This is an optimization exercise on Yosys and OpenROAD, whose aim is small area, a short achievable clock period and few clock cycles per item, not a production implementation. In this exercise RTL edits were held to simulation tests only and were not proved equivalent to the original.

Setup of run a:
// raycast_floor_texel_mapper_unit
module raycast_floor_texel_mapper_unit (
   input  logic        clock,
   input  logic        reset,
   input  logic        req_valid,
   output logic        req_ready,
   input  logic        req_func,
   input  logic [9:0]  req_column,
   input  logic [9:0]  req_start_row,
   input  logic        req_side,
   input  logic [1:0]  req_dir_x_sign,
   input  logic [1:0]  req_dir_y_sign,
   input  logic [5:0]  req_map_x,
   input  logic [5:0]  req_map_y,
   input  logic [15:0] req_wall_frac,
   input  logic [23:0] req_wall_dist,
   output logic        rsp_valid,
   input  logic        rsp_ready,
   output logic [9:0]  rsp_out_column,
   output logic [9:0]  rsp_floor_row,
   output logic [10:0] rsp_sky_row,
   output logic [9:0]  rsp_tex_x,
   output logic [9:0]  rsp_tex_y,
   output logic        rsp_last,
   input  logic        csr_we,
   input  logic [2:0]  csr_index,
   input  logic [21:0] csr_wdata
);
Size: roughly 12000 cells after synthesis, ~2200 flip-flops, ~160 I/O pins, roughly 130000 um^2 of cells after synthesis.
clock: 5.0 ns
lec_check: 0
cap_margin: 20
core_margin: 2
core_utilization: 45
place_density: 0.6
slew_margin: 20
run.sh (not shown) runs the stock make flow with config.mk's settings and CLKGATE_MAP_FILE= SYNTH_SCRIPT=/design/flow/synth_recipe.tcl, a recipe that flattens the netlist after the stock synthesis.
Testbench counts of run a, summed over its fixed seeds: cycles 19,039, items 18,465.
Here is what was changed in the inputs of run b compared with run a.
diff --git a/flow/design.v b/flow/design.v
--- a/flow/design.v
+++ b/flow/design.v
@@ -274,29 +274,26 @@
          assign a1_b0[k+1]    = 1'b0;
          assign a1_b1[k+1]    = 1'b0;
       end
    end
    logic [N2:0]        a2_v, a2_tag, a2_sat, a2_x;
    logic [N2:0][23:0]  a2_r;
    logic [N2:0][17:0]  a2_q;
    logic [N2:0]        a2_b0, a2_b1;
    logic [26:0]        dist1;
    logic [25:0]        sat_dif;
    assign dist1       = a1_q[N1];
-   logic               sat1_ff;
-   assign sat_dif     = {1'b0, a1_q[N1-1][25:1]} - {2'b00, a1_tag[N1-1] ? sl_dist[1] : sl_dist[0]};
-   always_ff @(posedge clock)
-      sat1_ff <= !sat_dif[25];
+   assign sat_dif     = {1'b0, dist1[26:2]} - {2'b00, a1_tag[N1] ? sl_dist[1] : sl_dist[0]};
    assign a2_v[0]     = a1_v[N1];
    assign a2_tag[0]   = a1_tag[N1];
-   assign a2_sat[0]   = sat1_ff;
+   assign a2_sat[0]   = !sat_dif[25];
    assign a2_r[0]     = dist1[25:2];
    assign a2_q[0]     = '0;
    assign a2_x[0]     = dist1[0];
    assign a2_b0[0]    = 1'b0;
    assign a2_b1[0]    = 1'b0;
    for (genvar k = 0; k < N2; k++) begin : g_div2
       logic [23:0] dv;
       logic [24:0] trial;
       logic [25:0] t1;
       logic [23:0] r_n;
       logic        q_n;
Notes after the runs:
- Run b ended with more first-iteration DRC count than run a.
- Measured against each other, run b and run a differ in non-clock buffer count, the lower figure coming from run b.
- [compare] base=run a new=run b: met3 global-route usage was more or less identical.
Testbench counts of run b, summed over its fixed seeds: cycles 19,039, items 18,465.

Another version of the RTL of raycast_floor_texel_mapper_unit (not shown whole).
For scale: about 13000 cells after synthesis, about 160 I/O pins, about 130000 sq um of cells after synthesis.
clock: 5.0 ns
lec_check: 0
cap_margin: 20
core_margin: 2
core_utilization: 45
cts_buf_list: sky130_fd_sc_hd__clkbuf_16
cts_cluster_diameter: 70
cts_cluster_size: 22
place_density: 0.6
slew_margin: 20
Testbench counts at the start, summed over its fixed seeds: cycles 18,918, items 18,465.
Then changed:
--- a/flow/design.v
+++ b/flow/design.v
@@ -279,88 +279,82 @@
          assign a1_b1[k+1]    = a1_v[k] && a1_tag[k];
       end else begin : g_wire
          assign a1_v[k+1]     = a1_v[k];
          assign a1_tag[k+1]   = a1_tag[k];
          assign a1_d[k+1]     = a1_d[k];
          assign a1_r[k+1]     = r_n & MASK_OUT;
          assign a1_q[k+1]     = {a1_q[k][25:0], q_n};
          assign a1_b0[k+1]    = 1'b0;
          assign a1_b1[k+1]    = 1'b0;
       end
    end
-   logic [N2:0]        a2_v, a2_tag, a2_ntag, a2_sat, a2_x;    
-   logic [N2:0][23:0]  a2_r;
+   logic [N2:0]        a2_v, a2_tag, a2_sat, a2_x;
+   logic [N2:0][24:0]  a2_r;
    logic [N2:0][17:0]  a2_q;
    logic [N2:0]        a2_b0, a2_b1;
    logic [27:0]        dist1;
    logic [25:0]        sat_dif;
    assign dist1       = a1_q[N1];
    logic               sat1_ff;
    assign sat_dif     = {1'b0, a1_q[N1-1][24:0]} - {2'b00, a1_tag[N1-1] ? sl_dist[1] : sl_dist[0]};
    always_ff @(posedge clock)
       sat1_ff <= !sat_dif[25];
    assign a2_v[0]     = a1_v[N1];
    assign a2_tag[0]   = a1_tag[N1];
-   assign a2_ntag[0]  = !a1_tag[N1];
    assign a2_sat[0]   = sat1_ff;
-   assign a2_r[0]     = dist1[25:2];
+   assign a2_r[0]     = {1'b0, dist1[25:2]};
    assign a2_q[0]     = '0;
    assign a2_x[0]     = dist1[0];
    assign a2_b0[0]    = 1'b0;
    assign a2_b1[0]    = 1'b0;
    for (genvar k = 0; k < N2; k++) begin : g_div2
       logic [23:0] dv;
-      logic [24:0] trial;
-      logic [25:0] t1;
-      logic [23:0] r_n;
+      logic [25:0] trial, dadd;
+      logic [24:0] r_n;
       logic        q_n;
-      assign dv    = {a2_ntag[k] ? sl_dist[0][23:12] : sl_dist[1][23:12],
-                      a2_tag[k] ? sl_dist[1][11:0] : sl_dist[0][11:0]};
+      assign dv    = a2_tag[k] ? sl_dist[1] : sl_dist[0];
       assign trial = {a2_r[k], (k == 0) ? dist1[1] : (k == 1) ? a2_x[k] : 1'b0};
-      assign t1    = {1'b0, trial} - {2'b00, dv};
-      assign q_n   = !t1[25];
-      assign r_n   = q_n ? t1[23:0] : trial[23:0];
+      assign dadd  = a2_r[k][24] ? {2'b00, dv} : ~{2'b00, dv};
+      assign r_n   = 25'(trial + dadd + {25'd0, !a2_r[k][24]});
+      assign q_n   = !r_n[24];
       if (CUT2[k]) begin : g_reg
-         logic        v, tag, ntag, sat, x;
-         logic [23:0] r;
+         logic        v, tag, sat, x;
+         logic [24:0] r;
          logic [17:0] q;
          always_ff @(posedge clock) begin
             if (reset || drop_now) begin
                v <= 1'b0;
             end else begin
                v <= a2_v[k];
             end
          end
          always_ff @(posedge clock) begin
             begin
                tag   <= a2_tag[k];
-               ntag  <= a2_ntag[k];
                sat   <= a2_sat[k];
                x     <= a2_x[k];
                r     <= r_n;
                q     <= {a2_q[k][16:0], a2_sat[k] || q_n};
             end
          end
          assign a2_v[k+1]     = v;
          assign a2_tag[k+1]   = tag;
-         assign a2_ntag[k+1]  = ntag;
          assign a2_sat[k+1]   = sat;
          assign a2_x[k+1]     = x;
          assign a2_r[k+1]     = r;
          assign a2_q[k+1]     = q;
          assign a2_b0[k+1]    = a2_v[k] && !a2_tag[k];
          assign a2_b1[k+1]    = a2_v[k] && a2_tag[k];
       end else begin : g_wire
          assign a2_v[k+1]     = a2_v[k];
          assign a2_tag[k+1]   = a2_tag[k];
-         assign a2_ntag[k+1]  = a2_ntag[k];
          assign a2_sat[k+1]   = a2_sat[k];
          assign a2_x[k+1]     = a2_x[k];
          assign a2_r[k+1]     = r_n;
          assign a2_q[k+1]     = {a2_q[k][16:0], a2_sat[k] || q_n};
          assign a2_b0[k+1]    = 1'b0;
          assign a2_b1[k+1]    = 1'b0;
       end
    end
    logic [17:0]      w;
    logic [1:0][31:0] dm1, dm3;
    logic [1:0][21:0] csel;
Outcome: Utilization came out lower by 0.21 points. Clock-buffer cell count stays the same. Routed wire length came out lower by 2.9%. Non-clock buffer count came out lower by 32. Via count came out lower by 3.3%. Setup slack loses 0.044 ns. First-iteration DRC count came out lower by about 12%. Cell area came out lower by about 0.7%. Maximum frequency came out lower by about 1%.
Testbench counts after the change, summed over its fixed seeds: cycles 18,918, items 18,465.

## what the ideal ports hide
The results above use ideal ports. As a check the final layouts listed here were re-extracted and re-timed, cells and wires unchanged.
Step 1, drivers: a clkbuf_16 drives clock and a buf_2 each remaining input, both assumed.
Step 2 also shifts input and output timing later by t, the mid clock arrival at the registers, as if the neighbouring blocks saw the same clock.
Three values: ideal, step 1, step 2; two values: the first two.
| run | t, ns | setup WS [ns] | latest minus earliest clock arrival (ns) | worst register clock-pin slew, ns | worst slew at a driven data input, ns |
|---|---|---|---|---|---|
| run a | 0.996 | 0.462 / 0.462 / 0.156 | 0.104 / 0.105 | 0.07 / 0.07 | 0.16 |
| run b | 0.990 | 0.548 / 0.548 / 0.548 | 0.116 / 0.116 | 0.07 / 0.07 | 0.28 |
| the first run of note 2 | 0.950 | 0.442 / 0.442 / 0.442 | 0.050 / 0.050 | 0.09 / 0.09 | 0.23 |
| the second run of note 2 | 0.958 | 0.398 / 0.398 / 0.368 | 0.066 / 0.066 | 0.09 / 0.09 | 0.19 |
After both steps setup and hold are still met in every run listed. The setup slack of run a, which loses most, moves by 0.000 ns with the drivers and by -0.306 ns with both steps.
